This design comes from an exercise in tuning for a short achievable clock period and few clock cycles per item on the open sky130 flow, not from production work.
The RTL was checked by simulation tests, not by an equivalence proof against the original design.
Power figures rest on the tool's default switching activity, not on a simulated workload.

## wip/willow
// mips_exec_top
module mips_exec_top (
    input  wire         clk,
    input  wire         rst_n,
    input  wire         instr_valid,
    output logic        instr_ready,
    input  wire  [31:0] instr,
    output logic        retire_valid,
    input  wire         retire_ready,
    output logic [4:0]  retire_dest,
    output logic [31:0] retire_data,
    output logic        retire_wr_en
);
For scale: ~14000 cells after synthesis, roughly 4400 flip-flops, ~76 I/O pins, about 190000 sq um of cells after synthesis.
Settings: LEC_CHECK=0, CAP_MARGIN=20, CORE_MARGIN=2, CORE_UTILIZATION=35, SLEW_MARGIN=20, SYNTH_HIERARCHICAL=1, SYNTH_MINIMUM_KEEP_SIZE=0; clock period 10.0 ns.
standard.sh (not shown) runs the stock make flow with config.mk's settings and CLKGATE_MAP_FILE= SYNTH_SCRIPT=/design/flow/synth_recipe.tcl, a recipe that flattens the netlist after the stock synthesis.
==> flow/flow/run.sh <==
#!/bin/bash
# The standard layout (the standard.sh, standard synthesis included),
# with ORFS's timing repair aimed at a 3.5 ns clock: SETUP_SLACK_MARGIN is
# the setup slack the repair steps aim for at the design's 10 ns period.
# The SDC, the clock period and every other setting are the standard flow's.
set -o pipefail
export SETUP_SLACK_MARGIN=6.5
bash standard.sh > standard.log 2>&1
status=$?
tail -20 standard.log
exit $status
wip/willow: done, clean on timing, DRC and antenna
Testbench counts of wip/willow, summed over its fixed seeds: cycles 22,021, items 20,000.
--- input diff wip/willow..wip/ember ---
- an added SETUP_SLACK_MARGIN of 5
==> flow/run.sh (new file) <==
#!/bin/bash
# synth_recipe.tcl (not shown) runs the flow's synth.tcl, then flattens the netlist and writes it again
# the make line also repeats each setting of config.mk as NAME=value (left out here)
make -C /OpenROAD-flow-scripts/flow DESIGN_CONFIG=/design/flow/config.mk WORK_HOME=/design/flow/orfs CLKGATE_MAP_FILE= SYNTH_SCRIPT=/design/flow/synth_recipe.tcl finish
removed: flow/flow/run.sh
removed: flow/standard.sh
Findings:
- Higher number of nets at the end of the flow among wip/ember and wip/willow: wip/willow
- On placed cell count, wip/ember tracks wip/willow almost exactly.
- Setup slack, wip/ember and wip/willow: smaller value in wip/ember
- Measured against each other, wip/ember and wip/willow differ in all-layer global routing usage, the higher figure coming from wip/willow.
- wip/ember against wip/willow: net load switching power dropped about 1.8%; cell area dropped 3700 sq um; total power after layout dropped 0.29 mW.

---

== run 1 ==
mips_exec_top, a different RTL version from the one above (not shown whole).
For scale: ~15000 cells after synthesis, ~76 I/O pins, about 190000 µm² of cells after synthesis.
## mips_exec_top
module mips_exec_top (
    input  wire         clk,
    input  wire         rst_n,
    input  wire         instr_valid,
    output logic        instr_ready,
    input  wire  [31:0] instr,
    output logic        retire_valid,
    input  wire         retire_ready,
    output logic [4:0]  retire_dest,
    output logic [31:0] retire_data,
    output logic        retire_wr_en
);
Settings: LEC_CHECK=0, CAP_MARGIN=20, CORE_MARGIN=2, CORE_UTILIZATION=50, SLEW_MARGIN=20, SYNTH_HIERARCHICAL=1, SYNTH_MINIMUM_KEEP_SIZE=0; clock period 10.0 ns.
==> flow/flow/run.sh <==
#!/bin/bash
# The standard layout (the standard.sh, standard synthesis included),
# with ORFS's timing repair aimed at a 3 ns clock: SETUP_SLACK_MARGIN is
# the setup slack the repair steps aim for at the design's 10 ns period.
# The SDC, the clock period and every other setting are the standard flow's.
set -o pipefail
export SETUP_SLACK_MARGIN=7.0
bash standard.sh > standard.log 2>&1
status=$?
tail -20 standard.log
exit $status
Testbench counts of run 1, summed over its fixed seeds: cycles 22,021, items 20,000.
[inputs] run 2 vs run 1
- a change of CORE_UTILIZATION from 50 to 42
--- outcome ---
- Relative to run 1, the transition time at the pin with the least slew margin of run 2 is lower by 120 ps.
- The final reports for run 2 and run 1 show endpoint arrival time on the critical path lower in the former.
- Compared with run 1, run 2 shows net switching power that has gone up slightly.
- Run 2 reports a higher hold slack than run 1 does.

---

== rev 12 ==
mips_exec_top, a different RTL version from the one above (not shown whole).
Size: roughly 4500 flip-flops, ~76 I/O pins, roughly 190000 um2 of cells after synthesis.
Design mips_exec_top, start of the top module:
module mips_exec_top (
    input  wire         clk,
    input  wire         rst_n,
    input  wire         instr_valid,
    output logic        instr_ready,
    input  wire  [31:0] instr,
    output logic        retire_valid,
    input  wire         retire_ready,
    output logic [4:0]  retire_dest,
    output logic [31:0] retire_data,
    output logic        retire_wr_en
);
export LEC_CHECK = 0
export CAP_MARGIN = 20
export CORE_MARGIN = 2
export CORE_UTILIZATION = 35
export SLEW_MARGIN = 20
export SYNTH_HIERARCHICAL = 1
export SYNTH_MINIMUM_KEEP_SIZE = 0
create_clock -name core_clock -period 10.0 [get_ports {clk}]
Scripts as last shown in full above: flow/flow/run.sh
Testbench counts of rev 12, summed over its fixed seeds: cycles 22,021, items 20,000.
Relative to rev 12, the following input files were edited for rev 13:
- changing CORE_UTILIZATION from 35 to 42
Results
- In summary, rev 13 completed successfully, with a layout that passed the timing, DRC and antenna checks.
- Initial antenna violation count went down by a little under 10% going from rev 12 to rev 13.
- A start point of the critical path of u_retire.retire_data[10]$_DFFE_PN_ is what rev 13 shows, while u_retire.retire_data[25]$_DFFE_PN_ belongs to rev 12.
- The standard cells in rev 13 occupy less silicon area than those in rev 12 do.
- From rev 12 to rev 13 the numbers moved as follows: part of the total power dissipated in the clock network decreased by 0.4 points relative to the old numbers; final critical path time including I/O delays and setup -0.13 ns.

-- re-timing with driven ports --
In the flow no input, the clock included, has a driving cell. The finished layouts below were timed again as built, in two steps.
Step 1 assumes that a clkbuf_16 drives the clock port and a buf_2 every other input.
Step 2 also shifts input and output timing later by t, the mid clock arrival at the registers, as if the neighbouring blocks saw the same clock.
Three values: no drivers, after step 1, after step 2; two values: the first two.
| run | t, ns | setup slack, ns | hold WS [ns] | slew at the worst register clock pin (ns) | worst data-port slew with drivers (ns) |
|---|---|---|---|---|---|
| wip/willow | 1.144 | 6.321 / 6.266 / 5.467 | 0.325 / 0.325 / 0.325 | 0.07 / 0.07 | 0.34 |
| wip/ember | 1.129 | 5.684 / 5.684 / 5.405 | 0.328 / 0.328 / 0.328 | 0.08 / 0.08 | 0.34 |
| run 1 | 1.122 | 6.385 / 6.379 / 5.911 | 0.324 / 0.324 / 0.324 | 0.07 / 0.07 | 0.23 |
| run 2 | 1.145 | 6.430 / 6.381 / 5.923 | 0.329 / 0.329 / 0.329 | 0.07 / 0.07 | 0.06 |
| rev 12 | 1.127 | 6.328 / 6.217 / 5.804 | 0.324 / 0.324 / 0.324 | 0.07 / 0.07 | 0.35 |
| rev 13 | 1.122 | 6.454 / 6.324 / 5.966 | 0.325 / 0.325 / 0.325 | 0.07 / 0.07 | 0.27 |
After both steps every run listed still meets setup and hold. For wip/willow, which loses most, drivers alone change the setup slack by -0.055 ns; drivers and shift together by -0.854 ns.
